Background: an optimization exercise with open tools, aiming at a short achievable clock period and few clock cycles per item. Do not read the settings as production practice.
At most, simulation tests tie the RTL to the original design; equivalence was not proved.
The clock input has no modelled driver; a real chip could not lean on it and would need a root buffer or a full tree.
Power is estimated from default activity; no workload was simulated.

Setup of main:
==> module mem_arbiter_nport, before the edit <==
module mem_arbiter_nport #(
    parameter int NUM_PORTS  = 4,
    parameter int BLOCK_SIZE = 32,
    parameter int ARB_MODE   = 1
) (
    input  logic                              clk,
    input  logic                              rst,
    input  logic [NUM_PORTS-1:0]              req_valid,
    input  logic [NUM_PORTS-1:0]              req_write,
    input  logic [NUM_PORTS-1:0]              req_single,
    input  logic [NUM_PORTS*32-1:0]           req_addr,
    input  logic [NUM_PORTS*BLOCK_SIZE*8-1:0] req_wdata,
    output logic [NUM_PORTS-1:0]              grant,
    output logic [NUM_PORTS-1:0]              resp_done,
    output logic [BLOCK_SIZE*8-1:0]           resp_rdata,
    output logic [31:0]                       addr,
    output logic                              write,
    output logic [31:0]                       wdata,
    output logic [1:0]                        transfer,
    input  logic [31:0]                       rdata,
    input  logic                              ready
);
    localparam int NP     = NUM_PORTS;
    localparam int WORDS  = BLOCK_SIZE / 4;
    localparam int LINE_W = BLOCK_SIZE * 8;
    function automatic logic [NP-1:0] rr_pick(input logic [NP-1:0] req, input logic [NP-1:0] after);
        logic [NP-1:0] pick;
        logic          found;
        pick = '0;
        for (int s = 0; s < NP; s++) begin
            if (after[s]) begin
                found = 1'b0;
                for (int i = 1; i <= NP; i++) begin
                    if (!found && req[(s + i) % NP]) begin
                        pick[(s + i) % NP] = 1'b1;
                        found = 1'b1;
                    end
                end
            end
        end
        rr_pick = pick;
    endfunction
    function automatic logic [NP-1:0] between(input logic [NP-1:0] a, input logic [NP-1:0] b);
        logic [NP-1:0] m;
        logic          inRange;
        m = '0;
        for (int s = 0; s < NP; s++) begin
            if (a[s]) begin
                inRange = 1'b1;
                for (int i = 1; i < NP; i++) begin
                    if (b[(s + i) % NP]) inRange = 1'b0;
                    if (inRange) m[(s + i) % NP] = 1'b1;
                end
            end
        end
        between = m;
    endfunction
    logic [NP-1:0] ptr;      
    logic [NP-1:0] nxt;      
    logic          nxtV;
    logic [NP-1:0] nxtLo;    
    logic [NP-1:0] nxtHi;    
    logic [NP-1:0] btw;      
    logic [NP-1:0] btwFree;  
    logic [NP-1:0] busy;     
    logic             idle;       
    logic             selNew;     
    logic             last;       
    logic [NP-1:0]    owner;      
    logic [WORDS-1:0] beatOH;     
    logic [WORDS-1:0] capture;    
    logic [NP*(WORDS-1)-1:0] wsel;  
    logic [NP-1:0] cand;
    logic          go, commit;
    assign go     = idle || ready;
    assign cand   = req_valid & ~busy;
    assign commit = nxtV && !(|(req_valid & btwFree)) && go && selNew;
    logic [31:0]       newLine;    
    logic [31:0]       newAddr;
    logic              newWrite, newSingle;
    always_comb begin
        newLine   = '0;
        newAddr   = '0;
        newWrite  = 1'b0;
        newSingle = 1'b0;
        for (int p = 0; p < NP; p++) begin
            newLine[31:0] = newLine[31:0] | (req_wdata[p*LINE_W +: 32] & {32{nxtHi[p]}});
            newAddr   = newAddr | (req_addr[p*32 +: 32] & {32{nxtLo[p]}});
            newWrite  = newWrite | (req_write[p] & nxtLo[p]);
            newSingle = newSingle | (req_single[p] & nxtLo[p]);
        end
        newAddr = newSingle ? {newAddr[31:2], 2'b00} : {newAddr[31:5], 5'b0};
    end
    logic [NP-1:0] pickA, pickH, btwA, btwH, freeA, freeH;
    logic [NP-1:0] nxtN, busyN, btwN;
    logic          nxtVN;
    always_comb begin
        pickA = rr_pick(cand & ~nxt, nxt);        
        pickH = rr_pick(cand, ptr);               
        btwA  = between(nxt, pickA);
        btwH  = between(ptr, pickH);
        freeA = ~((busy & ~resp_done) | nxt);
        freeH = ~(busy & ~resp_done);
        nxtN  = commit ? pickA : pickH;
        nxtVN = commit ? |(cand & ~nxt) : |cand;
        busyN = commit ? ~freeA : ~freeH;
        btwN  = commit ? btwA : btwH;
    end
    always_ff @(posedge clk or posedge rst) begin
        if (rst) begin
            ptr     <= NP'(1) << (NP - 1);
            nxt     <= '0;
            nxtV    <= 1'b0;
            busy    <= '0;
            btw     <= between(NP'(1) << (NP - 1), '0);
            btwFree <= between(NP'(1) << (NP - 1), '0);
        end else begin
            busy    <= busyN;
            nxt     <= nxtN;
            nxtV    <= nxtVN;
            btw     <= btwN;
            btwFree <= commit ? (btwA & freeA) : (btwH & freeH);
            if (commit) ptr <= nxt;
        end
    end
    always_ff @(posedge clk) nxtLo <= nxtN;
    always_ff @(posedge clk or posedge rst) begin
        if (rst) nxtHi <= '1;
        else     nxtHi <= nxtN;
    end
    logic [1:0]        transferN;
    logic [NP-1:0]     grantN;
    logic              writeN;
    logic [31:0]       addrN;
    logic [31:0]       wdataN;
    always_comb begin
        if (selNew) begin
            transferN = commit ? 2'b10 : 2'b00;
            grantN    = nxtLo;
            writeN    = newWrite;
            addrN     = newAddr;
            wdataN    = newLine;
        end else begin
            transferN = 2'b11;
            grantN    = grant;
            writeN    = write;
            addrN     = {addr[31:5], addr[4:2] + 3'd1, addr[1:0]};
            wdataN    = '0;
            for (int p = 0; p < NP; p++)
                for (int w = 1; w < WORDS; w++)
                    wdataN = wdataN | (req_wdata[p*LINE_W + w*32 +: 32] & {32{wsel[p*(WORDS-1) + w-1]}});
        end
    end
    always_ff @(posedge clk or posedge rst) begin
        if (rst) begin
            transfer  <= 2'b00;
            idle      <= 1'b1;
            selNew    <= 1'b1;
            capture   <= '0;
            owner     <= '0;
            resp_done <= '0;
            grant     <= '0;
            write     <= 1'b0;
            addr      <= '0;
            wdata     <= '0;
        end else begin
            resp_done <= (!idle && last && ready) ? owner : '0;
            if (go) begin
                transfer <= transferN;
                grant    <= grantN;
                write    <= writeN;
                addr     <= addrN;
                wdata    <= wdataN;
                if (selNew) begin
                    idle    <= !commit;
                    selNew  <= !commit || newSingle;
                    capture <= (commit && !newWrite) ? WORDS'(1) : '0;
                    owner   <= nxt;
                end else begin
                    selNew  <= beatOH[WORDS-2];
                    capture <= capture << 1;
                end
            end
        end
    end
    always_ff @(posedge clk) begin
        if (go) begin
            if (selNew) begin
                last   <= newSingle;
                beatOH <= WORDS'(1);
                for (int p = 0; p < NP; p++)
                    wsel[p*(WORDS-1) +: WORDS-1] <= (WORDS-1)'(nxtLo[p]);
            end else begin
                last   <= beatOH[WORDS-2];
                beatOH <= beatOH << 1;
                wsel   <= wsel << 1;
            end
        end
    end
    always_ff @(posedge clk or posedge rst) begin
        if (rst) begin
            resp_rdata <= '0;
        end else begin
            for (int w = 0; w < WORDS; w++)
                if (capture[w]) resp_rdata[w*32 +: 32] <= rdata;
        end
    end
endmodule
export LEC_CHECK = 0
export ABC_CLOCK_PERIOD_IN_PS = 1500
export CAP_MARGIN = 20
export CORE_AREA = 5 5 315 315
export DIE_AREA = 0 0 320 320
export SETUP_SLACK_MARGIN = 3.3
export SLEW_MARGIN = 20
create_clock -name core_clock -period 5.0 [get_ports {clk}]
standard.sh (not shown) runs the stock make flow with config.mk's settings and CLKGATE_MAP_FILE= SYNTH_SCRIPT=/design/flow/synth_recipe.tcl, a recipe that flattens the netlist after the stock synthesis.
==> flow/flow/run.sh <==
#!/bin/bash
# Standard ORFS flow with: fast port buffers (buffer_ports uses buf_4, and the resizer may
# change a cell's footprint); I/O pins allowed one routing track apart, with the clock pin
# alone in the middle of the left edge; a two-level clock tree built by cts_tree.tcl in
# place of TritonCTS (the clock port drives four buffers, each driving the leaf buffers of
# one region of flip-flops); after CTS, one more setup repair of the paths into the
# registers (post_cts.tcl); and the slow complex gates a222oi_1 and a2111oi_0 added to the
# platform's don't-use cells (synthesis keeps the same registers). ORFS writes each step's
# log under orfs/logs; make's own output goes to make.log.
set -euo pipefail
die=$(grep -o 'DIE_AREA=0 0 [0-9.]* [0-9.]*' standard.sh | awk '{print $4}')
lo=$(awk -v h="$die" 'BEGIN{print int(h/2-10)}'); hi=$(awk -v h="$die" 'BEGIN{print int(h/2+10)}')
dontuse=$(make -s -C "$FLOW_HOME" DESIGN_CONFIG="$PWD/config.mk" WORK_HOME="$PWD/orfs" print-DONT_USE_CELLS 2> dontuse.log | sed -n 's/^DONT_USE_CELLS: //p')
[[ -n "$dontuse" ]] || { echo "could not read DONT_USE_CELLS" >&2; exit 1; }
dontuse="$dontuse sky130_fd_sc_hd__a222oi_1 sky130_fd_sc_hd__a2111oi_0"
sed -e "s|\"\${@:-finish}\"|MATCH_CELL_FOOTPRINT=0 'BUFFER_PORTS_ARGS=-buffer_cell sky130_fd_sc_hd__buf_4' 'PLACE_PINS_ARGS=-min_distance 1 -min_distance_in_tracks -exclude left:$lo-$hi' PRE_IO_PLACEMENT_TCL=$PWD/flow/pins.tcl PRE_CTS_TCL=$PWD/flow/cts_tree.tcl POST_CTS_TCL=$PWD/flow/post_cts.tcl 'DONT_USE_CELLS=$dontuse' \"\${@:-finish}\"|" standard.sh > flow_standard.sh
bash flow_standard.sh finish > make.log 2>&1
Other scripts of this flow, unchanged in this note and not shown: flow/flow/cts_tree.tcl, flow/flow/pins.tcl, flow/flow/post_cts.tcl
The inputs of the feature branch differ from those of main as listed below.
--- a/flow/design.v
+++ b/flow/design.v
@@ -70,5 +70,9 @@
     logic [WORDS-1:0] beatOH;     
     logic [WORDS-1:0] capture;    
-    logic [NP*(WORDS-1)-1:0] wsel;  
+    logic [LINE_W-1:32] lineHi;   
+    logic [31:0]      addrI;      
+    logic             writeI;
+    logic [31:0]      wdataI;
+    logic [LINE_W-1:0] rdataI;
     logic [NP-1:0] cand;
     logic          go, commit;
@@ -76,5 +80,5 @@
     assign cand   = req_valid & ~busy;
     assign commit = nxtV && !(|(req_valid & btwFree)) && go && selNew;
-    logic [31:0]       newLine;    
+    logic [LINE_W-1:0] newLine;
     logic [31:0]       newAddr;
     logic              newWrite, newSingle;
@@ -85,5 +89,6 @@
         newSingle = 1'b0;
         for (int p = 0; p < NP; p++) begin
-            newLine[31:0] = newLine[31:0] | (req_wdata[p*LINE_W +: 32] & {32{nxtHi[p]}});
+            newLine[LINE_W/2-1:0] = newLine[LINE_W/2-1:0] | (req_wdata[p*LINE_W +: LINE_W/2] & {(LINE_W/2){nxtLo[p]}});
+            newLine[LINE_W-1:LINE_W/2] = newLine[LINE_W-1:LINE_W/2] | (req_wdata[p*LINE_W + LINE_W/2 +: LINE_W/2] & {(LINE_W/2){nxtHi[p]}});
             newAddr   = newAddr | (req_addr[p*32 +: 32] & {32{nxtLo[p]}});
             newWrite  = newWrite | (req_write[p] & nxtLo[p]);
@@ -140,14 +145,13 @@
             writeN    = newWrite;
             addrN     = newAddr;
-            wdataN    = newLine;
+            wdataN    = newLine[31:0];
         end else begin
             transferN = 2'b11;
-            grantN    = grant;
-            writeN    = write;
-            addrN     = {addr[31:5], addr[4:2] + 3'd1, addr[1:0]};
+            grantN    = owner;
+            writeN    = writeI;
+            addrN     = {addrI[31:5], addrI[4:2] + 3'd1, addrI[1:0]};
             wdataN    = '0;
-            for (int p = 0; p < NP; p++)
-                for (int w = 1; w < WORDS; w++)
-                    wdataN = wdataN | (req_wdata[p*LINE_W + w*32 +: 32] & {32{wsel[p*(WORDS-1) + w-1]}});
+            for (int w = 1; w < WORDS; w++)
+                wdataN = wdataN | (lineHi[w*32 +: 32] & {32{beatOH[w-1]}});
         end
     end
@@ -160,16 +164,14 @@
             owner     <= '0;
             resp_done <= '0;
-            grant     <= '0;
-            write     <= 1'b0;
-            addr      <= '0;
-            wdata     <= '0;
+            writeI    <= 1'b0;
+            addrI     <= '0;
+            wdataI    <= '0;
         end else begin
             resp_done <= (!idle && last && ready) ? owner : '0;
             if (go) begin
                 transfer <= transferN;
-                grant    <= grantN;
-                write    <= writeN;
-                addr     <= addrN;
-                wdata    <= wdataN;
+                writeI   <= writeN;
+                addrI    <= addrN;
+                wdataI   <= wdataN;
                 if (selNew) begin
                     idle    <= !commit;
@@ -185,14 +187,18 @@
     end
     always_ff @(posedge clk) begin
+        grant <= go ? grantN : owner;
+        write <= go ? writeN : writeI;
+        addr  <= go ? addrN : addrI;
+        wdata <= go ? wdataN : wdataI;
+    end
+    always_ff @(posedge clk) begin
+        if (selNew) lineHi <= newLine[LINE_W-1:32];
         if (go) begin
             if (selNew) begin
                 last   <= newSingle;
                 beatOH <= WORDS'(1);
-                for (int p = 0; p < NP; p++)
-                    wsel[p*(WORDS-1) +: WORDS-1] <= (WORDS-1)'(nxtLo[p]);
             end else begin
                 last   <= beatOH[WORDS-2];
                 beatOH <= beatOH << 1;
-                wsel   <= wsel << 1;
             end
         end
@@ -200,9 +206,13 @@
     always_ff @(posedge clk or posedge rst) begin
         if (rst) begin
-            resp_rdata <= '0;
+            rdataI <= '0;
         end else begin
             for (int w = 0; w < WORDS; w++)
-                if (capture[w]) resp_rdata[w*32 +: 32] <= rdata;
-        end
+                if (capture[w]) rdataI[w*32 +: 32] <= rdata;
+        end
+    end
+    always_ff @(posedge clk) begin
+        for (int w = 0; w < WORDS; w++)
+            resp_rdata[w*32 +: 32] <= capture[w] ? rdata : rdataI[w*32 +: 32];
     end
 endmodule
Results
- flop to flop as the type of the worst setup path was reported by main, and flop to primary output by the feature branch.
- In the feature branch the post-layout minimum cycle time turned out 350 ps lower than in main.
- Reported for main and the feature branch, total die area turned out identical to the last digit.
- main has lower sequential share of layout area than the feature branch.
- Of the two values seen for worst setup path endpoint, wdata[6] was produced by main and resp_done[1] by the feature branch.
- Fmax on the feature branch is up relative to main.
- Relative to main, total length of routed met2 wires has decreased by 4.3 mm in the feature branch.
- The post-route total power in the feature branch is 1.3 times that in main.
- Taking main as 1.0, the feature branch lands at 0.887 on wire length on met1.
- Looking at main and the feature branch, the number of standard-cell rows in the floorplan is a wash.
Testbench counts of the feature branch, summed over its fixed seeds: cycles 12,747, items 2,048.
For main, only the layout was checked, not whether the RTL still works. No run of this note takes its clock network from TritonCTS; it comes from the design's own scripts or RTL.

## what the ideal ports hide
In the flow no input, the clock included, has a driving cell. The finished layouts below were timed again as built, in two steps.
Step 1 assumes that a clkbuf_16 drives the clock port and a buf_2 every other input.
Step 2 adds t to the input delays and takes it off the output delays; t is the mean of the earliest and latest rising clock arrival at the registers after step 1. Input paths then give back, and output paths get back, about the clock's delay inside the block.
Three values: ideal ports, drivers, drivers and shift; two values: the first two.
run	shift t [ns]	slack for setup (ns)	latest minus earliest clock arrival (ns)
main	0.475	2.628 / 2.628 / 2.205	0.048 / 0.048
the feature branch	0.581	2.978 / 2.846 / 2.753	0.070 / 0.071
After both steps every run listed still meets setup and hold. For main, which loses most, drivers alone change the setup slack by 0.000 ns; drivers and shift together by -0.423 ns.
